This is an optimization exercise on Yosys and OpenROAD, whose aim is a short achievable clock period and few clock cycles per item, not a production implementation.
Only the layout flow was run in this run; the RTL was not checked for function there.
Power and IR drop assume default switching activity.

## design.v

```verilog
package rv_pkg;
    localparam logic [6:0] OP_REG    = 7'b0110011;
    localparam logic [6:0] OP_IMM    = 7'b0010011;
    localparam logic [6:0] OP_LOAD   = 7'b0000011;
    localparam logic [6:0] OP_STORE  = 7'b0100011;
    localparam logic [6:0] OP_BRANCH = 7'b1100011;
endpackage
`timescale 1ns/1ps
module rv_core_top #(
    parameter int IMEM_DEPTH = 64,
    parameter int DMEM_DEPTH = 64
) (
    input  logic                          clk,
    input  logic                          rst,
    input  logic                          run_i,
    input  logic                          imem_we_i,
    input  logic [$clog2(IMEM_DEPTH)-1:0] imem_addr_i,
    input  logic [31:0]                   imem_wdata_i,
    output logic                          wb_valid_o,
    output logic [4:0]                    wb_rd_o,
    output logic [31:0]                   wb_data_o
);
    logic [31:0] imem  [64];
    logic        pd_t  [64];    
    logic [5:0]  pd_tg [64];    
    logic        wr_pt;
    logic [5:0]  wr_tg;
    assign wr_pt = (imem_wdata_i[6:0] == rv_pkg::OP_BRANCH) &
                   ((imem_wdata_i[19:15] == imem_wdata_i[24:20]) ^ imem_wdata_i[12]);
    assign wr_tg = imem_addr_i + {imem_wdata_i[27:25], imem_wdata_i[11:9]};
    always_ff @(posedge clk) begin
        if (imem_we_i) begin
            imem[imem_addr_i]  <= imem_wdata_i;
            pd_t[imem_addr_i]  <= wr_pt;
            pd_tg[imem_addr_i] <= wr_tg;
        end else if (e_v && e_br) begin
            pd_t[e_pc] <= taken;
        end
    end
    logic [5:0]  pc_q;
    logic        d_v;
    logic [31:0] d_ins;
    logic [5:0]  d_alt;       
    logic [5:0]  d_pc;
    logic        d_pt;
    logic        e_v;
    logic [31:0] e_a, e_b, e_imm;
    logic [4:0]  e_rd;
    logic        e_wr, e_ld, e_st, e_br, e_ne, e_pt, e_imm_sel;
    logic [2:0]  e_op;        
    logic        e_fa, e_fb;  
    logic [31:0] e_alt_ins;   
    logic [5:0]  e_alt_idx;
    logic [5:0]  e_alt_next;  
    logic [5:0]  e_alt_alt;   
    logic        e_alt_pt;
    logic [5:0]  e_pc;
    logic        w_v;
    logic [4:0]  w_rd;
    logic [31:0] w_data;
    logic [31:0] regs [32];
    logic [31:0] dmem [64];
    logic [31:0] op_a, op_b_reg, op_b, sum, diff, alu, ld_data;
    logic [5:0]  d_addr;
    logic        slt, eq, taken, mispred;
    assign op_a     = e_fa ? w_data : e_a;
    assign op_b_reg = e_fb ? w_data : e_b;
    assign op_b     = e_imm_sel ? e_imm : op_b_reg;
    assign sum  = op_a + op_b;
    assign diff = op_a - op_b;
    assign slt  = (op_a[31] ^ op_b[31]) ? op_a[31] : diff[31];
    always_comb begin
        case (e_op)
            3'd1:    alu = diff;
            3'd2:    alu = {31'd0, slt};
            3'd3:    alu = op_a ^ op_b;
            3'd4:    alu = op_a | op_b;
            3'd5:    alu = op_a & op_b;
            default: alu = sum;
        endcase
    end
    assign eq      = (op_a == op_b_reg);
    assign taken   = eq ^ e_ne;
    assign mispred = e_v & e_br & (taken ^ e_pt);
    logic [7:0] addr8;
    assign addr8   = op_a[7:0] + e_imm[7:0];
    assign d_addr  = addr8[7:2];
    assign ld_data = dmem[d_addr];
    logic [6:0]  d_opc;
    logic [4:0]  d_rs1, d_rs2, d_rd;
    logic        d_isr, d_isi, d_isl, d_iss, d_isb;
    logic        d_wr;
    logic [31:0] d_imm;
    logic [2:0]  d_op;
    logic [31:0] rf_a, rf_b;
    assign d_opc = d_ins[6:0];
    assign d_rd  = d_ins[11:7];
    assign d_rs1 = d_ins[19:15];
    assign d_rs2 = d_ins[24:20];
    assign d_isr = (d_opc == rv_pkg::OP_REG);
    assign d_isi = (d_opc == rv_pkg::OP_IMM);
    assign d_isl = (d_opc == rv_pkg::OP_LOAD);
    assign d_iss = (d_opc == rv_pkg::OP_STORE);
    assign d_isb = (d_opc == rv_pkg::OP_BRANCH);
    assign d_wr  = (d_isr | d_isi | d_isl) & (d_rd != 5'd0);
    always_comb begin
        if (d_iss) d_imm = {{20{d_ins[31]}}, d_ins[31:25], d_ins[11:7]};
        else       d_imm = {{20{d_ins[31]}}, d_ins[31:20]};
    end
    always_comb begin
        d_op = 3'd0;
        if (d_isr) begin
            case (d_ins[14:12])
                3'b000:  d_op = d_ins[30] ? 3'd1 : 3'd0;
                3'b010:  d_op = 3'd2;
                3'b100:  d_op = 3'd3;
                3'b110:  d_op = 3'd4;
                3'b111:  d_op = 3'd5;
                default: d_op = 3'd0;
            endcase
        end
    end
    assign rf_a = (d_rs1 == 5'd0) ? 32'd0 :
                  (w_v && w_rd == d_rs1) ? w_data : regs[d_rs1];
    assign rf_b = (d_rs2 == 5'd0) ? 32'd0 :
                  (w_v && w_rd == d_rs2) ? w_data : regs[d_rs2];
    logic [31:0] alt_ins;
    logic        alt_pt;
    logic [5:0]  alt_tg, alt_inc;
    assign alt_ins = imem[d_alt];
    assign alt_pt  = pd_t[d_alt];
    assign alt_tg  = pd_tg[d_alt];
    assign alt_inc = d_alt + 6'd1;
    logic [31:0] f_ins;
    logic        f_pt;
    logic [5:0]  f_tg, f_inc;
    assign f_ins = imem[pc_q];
    assign f_pt  = pd_t[pc_q];
    assign f_tg  = pd_tg[pc_q];
    assign f_inc = pc_q + 6'd1;
    always_ff @(posedge clk) begin
        if (rst) begin
            pc_q <= '0;
            d_v  <= 1'b0;
            e_v  <= 1'b0;
            w_v  <= 1'b0;
        end else begin
            if (mispred) begin
                pc_q <= run_i ? e_alt_next : e_alt_idx;
                d_v  <= run_i;
            end else begin
                if (run_i) pc_q <= f_pt ? f_tg : f_inc;
                d_v <= run_i;
            end
            e_v <= d_v & ~mispred;
            w_v <= e_v & e_wr;
        end
    end
    always_ff @(posedge clk) begin
        if (mispred) begin
            d_ins <= e_alt_ins;
            d_alt <= e_alt_alt;
            d_pc  <= e_alt_idx;
            d_pt  <= e_alt_pt;
        end else begin
            d_ins <= f_ins;
            d_alt <= f_pt ? f_inc : f_tg;
            d_pc  <= pc_q;
            d_pt  <= f_pt;
        end
        e_a        <= rf_a;
        e_b        <= rf_b;
        e_imm      <= d_imm;
        e_rd       <= d_rd;
        e_wr       <= d_wr;
        e_ld       <= d_isl;
        e_st       <= d_v & d_iss & ~mispred;
        e_br       <= d_isb;
        e_ne       <= d_ins[12];
        e_pt       <= d_pt;
        e_pc       <= d_pc;
        e_alt_pt   <= alt_pt;
        e_imm_sel  <= d_isi | d_isl | d_iss;
        e_op       <= d_op;
        e_fa       <= e_v & e_wr & (e_rd == d_rs1);
        e_fb       <= e_v & e_wr & (e_rd == d_rs2);
        e_alt_ins  <= alt_ins;
        e_alt_idx  <= d_alt;
        e_alt_next <= alt_pt ? alt_tg : alt_inc;
        e_alt_alt  <= alt_pt ? alt_inc : alt_tg;
        w_rd   <= e_rd;
        w_data <= e_ld ? ld_data : alu;
    end
    always_ff @(posedge clk) begin
        if (e_v && e_st) dmem[d_addr] <= op_b_reg;
    end
    always_ff @(posedge clk) begin
        if (rst) begin
            for (int i = 0; i < 32; i++) regs[i] <= '0;
        end else if (w_v) begin
            regs[w_rd] <= w_data;
        end
    end
    assign wb_valid_o = w_v;
    assign wb_rd_o    = w_rd;
    assign wb_data_o  = w_data;
endmodule
```

## run.sh

```bash
#!/bin/bash
# synth_recipe.tcl (not shown) runs the flow's synth.tcl, then flattens the netlist and writes it again
# the make line also repeats each setting of config.mk as NAME=value (left out here)
make -C /OpenROAD-flow-scripts/flow DESIGN_CONFIG=/design/flow/config.mk WORK_HOME=/design/flow/orfs CLKGATE_MAP_FILE= SYNTH_SCRIPT=/design/flow/synth_recipe.tcl finish
```

## config.mk

```make
export PLATFORM = sky130hd
export DESIGN_NAME = rv_core_top
export DESIGN_NICKNAME = rv_core_top
export VERILOG_FILES = /design/flow/design.v
export SDC_FILE = /design/flow/constraint.sdc
export NUM_CORES = 4
export LEC_CHECK = 0
export CAP_MARGIN = 20
export CORE_MARGIN = 2
export CORE_UTILIZATION = 40
export SETUP_SLACK_MARGIN = 5
export SLEW_MARGIN = 20
```

## constraint.sdc

```tcl
create_clock -name core_clock -period 10.0 [get_ports {clk}]
set_input_delay 2.0000 -clock core_clock [delete_from_list [all_inputs] [get_ports {clk}]]
set_output_delay 2.0000 -clock core_clock [all_outputs]
set_load 0.01 [all_outputs]
```

==> run notes <==
==> sequential cells by signal, indices dropped and copies added, names as in the netlist, 3 cells and up, named ones only <==
name,count
dmem,2048
imem,2048
regs,1024
pd_tg,384
pd_t,64
d_ins,32
e_a,32
e_alt_ins,32
e_b,32
w_data,32
e_imm,12
d_alt,6
d_pc,6
e_alt_alt,6
e_alt_idx,6
e_alt_next,6
e_pc,6
pc_q,6
e_rd,5
w_rd,5
e_op,3
==> cell families after synthesis <==
| logic type | after synthesis |
|---|---|
| muxes | 2931 |
| buffers and inverters | 1336 |
| xor gates and xnor gates | 119 |
| AOI/OAI and AO/OA | 1548 |
| adders and majority gates | 115 |
| and+or+nand+nor | 3307 |
| DFF | 5815 |
==> cell usage in the layout (no fill, tap or decap), types with 32 or more instances in the layout <==
cell type,synthesis,routed
nor4_2,0,42
xnor2_1,59,52
inv_1,115,115
xor2_1,57,55
nor2_1,391,249
a211oi_1,85,83
nor2_4,0,128
edfxtp_1,5568,5568
dfxtp_1,247,192
mux2_2,111,105
clkbuf_8,0,32
nor3_1,162,131
clkinv_2,0,86
ha_1,111,105
a221oi_1,37,33
nand2_1,1366,1355
clkbuf_1,735,146
nand3_1,48,43
o21ai_0,174,150
mux2i_1,625,620
buf_4,50,465
a21oi_1,731,728
clkinv_1,0,127
nor4_1,205,146
o22ai_1,269,257
or2_2,39,38
clkdlybuf4s50_1,0,46
buf_12,0,56
clkbuf_16,0,639
mux4_2,2191,2191
and2_1,969,969
==> power by group through the flow <==
stage / combinational, uW / sequential, uW / clock (uW)
after floorplan: 29600 / 29400 / 0
after global placement: 47000 / 30500 / 0
after detailed placement: 47100 / 30500 / 0
after CTS: 50000 / 30000 / 22700
after global routing: 53300 / 30100 / 23700
final: 51500 / 30100 / 22500
==> worst max-delay path, delay by kind of cell <==
| kind | cells | cell delay [ps] |
|---|---|---|
| buffers and inverters | 2 | 1780 |
| AND/OR/NAND/NOR | 3 | 1810 |
==> worst max-delay path by stage <==
| stage | to | slack (ps) | depth (start not counted) |
|---|---|---|---|
| 2_1_floorplan | dmem[38][0] | 4150 | 15 |
| 3_3_place_gp | w_data[6] | 2690 | 15 |
| 3_5_place_dp | w_data[6] | 3040 | 15 |
| 4_1_cts | w_data[6] | 4920 | 16 |
| 5_1_grt | w_data[22] | 4890 | 18 |
| 6_report | imem[35][18] | 4940 | 5 |
==> stage by stage <==
step / power (uW) / util (%) / setup slack [ps] / area (um^2) / cells
2_1_floorplan: 59000 / - / 4150 / 262800 / 15171
3_5_place_dp: 77660 / 42.09 / 3043 / 275300 / 23229
6_report: 104100 / 45.50 / 4943 / 297600 / 24447
4_1_cts: 102700 / 45.37 / 4924 / 296700 / 24397
3_3_place_gp: 77460 / 42.04 / 2693 / 275000 / 23220
5_1_grt: 107100 / 45.49 / 4894 / 297500 / 24432
==> routing by layer <==
layer / share of wire (%) / up-vias / track usage [%]
li1: - / 61345 / -
met1: 38 / 81616 / 34.58
met2: 47 / 8951 / 40.18
met3: 11 / 1755 / 5.235
met4: 5.2 / 22 / 10.49
met5: 0.017 / - / 0.02155
==> cell usage after synthesis (7+ instances only) <==
cell type	instances
edfxtp_1	5568
nor3_1	162
clkbuf_1	735
nor2_1	391
inv_1	115
nand4_1	20
mux2_2	111
o21a_1	7
xor2_1	57
or2_2	39
nand3_1	48
buf_4	50
dfxtp_1	247
o31ai_1	19
a31oi_1	16
a22oi_1	20
nand2_1	1366
a211oi_1	85
and2_1	969
nand2b_1	28
a22o_1	10
nor2b_1	24
o21bai_1	13
a21oi_1	731
o211ai_1	14
a221o_1	16
mux4_2	2191
buf_1	142
o221ai_1	26
o22ai_1	269
or3_1	11
nand3b_1	13
a21o_1	18
a221oi_1	37
mux2i_1	625
buf_2	289
o21ai_0	174
nor4_1	205
o41ai_1	12
ha_1	111
or4_1	10
o32ai_1	10
xnor2_1	59
==> repair_timing <==
action	4_1_cts	5_1_grt
setup endpoints to repair	2186	347
setup buffers	31	22
gates cloned	15	9
pin swaps	18	7
resized for setup	220	87
==> final cells by class <==
| class | instances | area [um^2] |
|---|---|---|
| fill | 55443 | 356500 |
| sequential | 5815 | 172300 |
| multi-input combinational | 8027 | 87510 |
| clock buffer | 811 | 16830 |
| tap | 8671 | 10850 |
| timing repair buffer | 679 | 6870 |
| clock inverter | 311 | 2748 |
| inverter | 116 | 435.4 |
| antenna | 17 | 42.54 |
==> flow_metrics.env <==
export IMPL_status="timing/DRC/antenna clean"
export IMPL_grt_ovfl_total=0
export IMPL_yosys_area_top_type="edfxtp_1"
export IMPL_grt_first_pass_wirelength_um=1200000
export IMPL_cts_buffer_depth=4
export IMPL_r2r_start="e_fa"
export IMPL_cts_tree="done"
export IMPL_fin_crit_ps=5057
export IMPL_vias=153689
export IMPL_drc=0
export IMPL_timing_critical_path_slowest_stage_cell="buf_4"
export IMPL_cts_root_buf="clkbuf_16"
export IMPL_min_path_cells=0
export IMPL_crit_path_start="imem_addr_i[5]"
export IMPL_drtAntennaViolNets=0
export IMPL_fmax_ghz=0.1977
export IMPL_clk_pin_slew_ps=60
export IMPL_layout_drive_gt1_share_pct=26.84
export IMPL_wirelength_um=872400
export IMPL_maxSlewHeadroom_pct=15.48
export IMPL_synth_yosys_warnings=1
export IMPL_hold_viol_final=0
export IMPL_pwr_share_seq_pct=28.9
export IMPL_antenna_found_initial=63
export IMPL_num_nets_final=15414
export IMPL_cp_start_kind="primary input"
export IMPL_async_reset_ff_share_pct=0
export IMPL_cp_arrival_ps=5750
export IMPL_power_switching_share_pct=42.63
export IMPL_io_buffers=79
export IMPL_synth_xor_area_share_pct=0.4098
export IMPL_core_um2=654000
export IMPL_setup_viol=0
export IMPL_skew_ps=116.3
export IMPL_synth_edff_count=5568
export IMPL_ctsHtreeMaxLevel=6
export IMPL_drt_iter0_markers=22974
export IMPL_vdd_drop_max_mv=0.7435
export IMPL_synth_mux_area_share_pct=21.67
export IMPL_viasPerCell=6.287
export IMPL_critical_path_required_ps=10690
export IMPL_synth_simple_area_share_pct=6.131
export IMPL_crit_type="primary input to flop"
export IMPL_syn_area_per_cell_um2=17.31
export IMPL_drv_slew=0
export IMPL_reg2reg_depth=13
export IMPL_path_cells="clkdlybuf4s50_1 -> nor2b_1 -> nand2b_1 -> nor2_4 -> buf_4"
export IMPL_ys_flop_type="edfxtp_1"
export IMPL_hold_path_class="flop to flop"
export IMPL_r2r_slack_ps=4950
export IMPL_syn_nets=15328
export IMPL_tns_ps=0
export IMPL_synthDistinctLibCells=91
export IMPL_synth_seq_cells=5815
export IMPL_area_growth_pct=13.32
export IMPL_powerDensity_nw_per_um2=349.7
export IMPL_grt_max_degree=131
export IMPL_p_leak_uw=0.09659
export IMPL_synth_top_family_by_area="multiplexers"
export IMPL_max_stage_delay_ps=900
export IMPL_synth_compound_area_share_pct=3.539
export IMPL_numCtsBuffers=618
export IMPL_fin_crit_sh_pct=50.57
export IMPL_die_area_um2=663000
export IMPL_ys_seq_area_share_pct=65.56
export IMPL_cts_sinks=5815
export IMPL_synthTopCellsByArea="edfxtp_1 64%, mux4_2 19%, mux2i_1 2.4%, and2_1 2.3%, nand2_1 2.0%"
export IMPL_critPathMaxFanout=29
export IMPL_worst_setup_path_end_kind="flop"
export IMPL_p_comb_share_pct=49.5
export IMPL_min_from="d_ins[27]"
export IMPL_synth_top_area_share_pct=63.67
export IMPL_routedWlPerCell_um=35.69
export IMPL_dr_pass1_iters=6
export IMPL_p_clk_share_pct=21.6
export IMPL_grt_pass1_vias=150379
export IMPL_synth_adder_area_share_pct=0.5594
export IMPL_min_to="e_imm[7]"
export IMPL_clock_latency_ps=1180
export IMPL_r2r_end="w_data[29]"
export IMPL_synth_area_um2=262600
export IMPL_maxCapViolations=0
export IMPL_start_util_pct=40.15
export IMPL_power_net_switching_uw=44360
export IMPL_rsz0062_at_grt="true"
export IMPL_worst_pin_slew_ps=1264
export IMPL_hold_ws_ps=313.1
export IMPL_floorplan_rows=297
export IMPL_grt_usage_pct=25.44
export IMPL_die_h_um=814.2
export IMPL_die_x_um=814.2
export IMPL_postCtsHoldBufs=0
export IMPL_p_int_uw=59700
export IMPL_dpl_hpwl_um=473200
export IMPL_io_pins=80
export IMPL_synthCells=15171
export IMPL_finalWeightedCongestion=0.8844

-- re-timing with driven ports --
How much do the figures lean on ideal ports? The routed layout below was timed once more, with nothing changed but the port constraints. Step 1 (the two cells are an assumption about what drives the block):
set clk [get_ports {clk}]
set_driving_cell -lib_cell sky130_fd_sc_hd__clkbuf_16 $clk
set_driving_cell -lib_cell sky130_fd_sc_hd__buf_2 [delete_from_list [all_inputs] $clk]
Step 2, shift: input delay + t, output delay - t, t = (earliest + latest rising clock arrival at the registers) / 2. This alone moves slack from input paths to output paths. Slacks: ideal ports / drivers / drivers and shift; pairs: ideal ports / drivers.
shift t [ns]: 1.252
setup slack, ns: 4.943 / 4.949 / 3.732
worst register clock-pin slew, ns: 0.07 / 0.07
cell pins on the clock port's net: 1
After both steps setup and hold are still met in this run. The setup slack of this run moves by +0.006 ns with the drivers and by -1.211 ns with both steps.
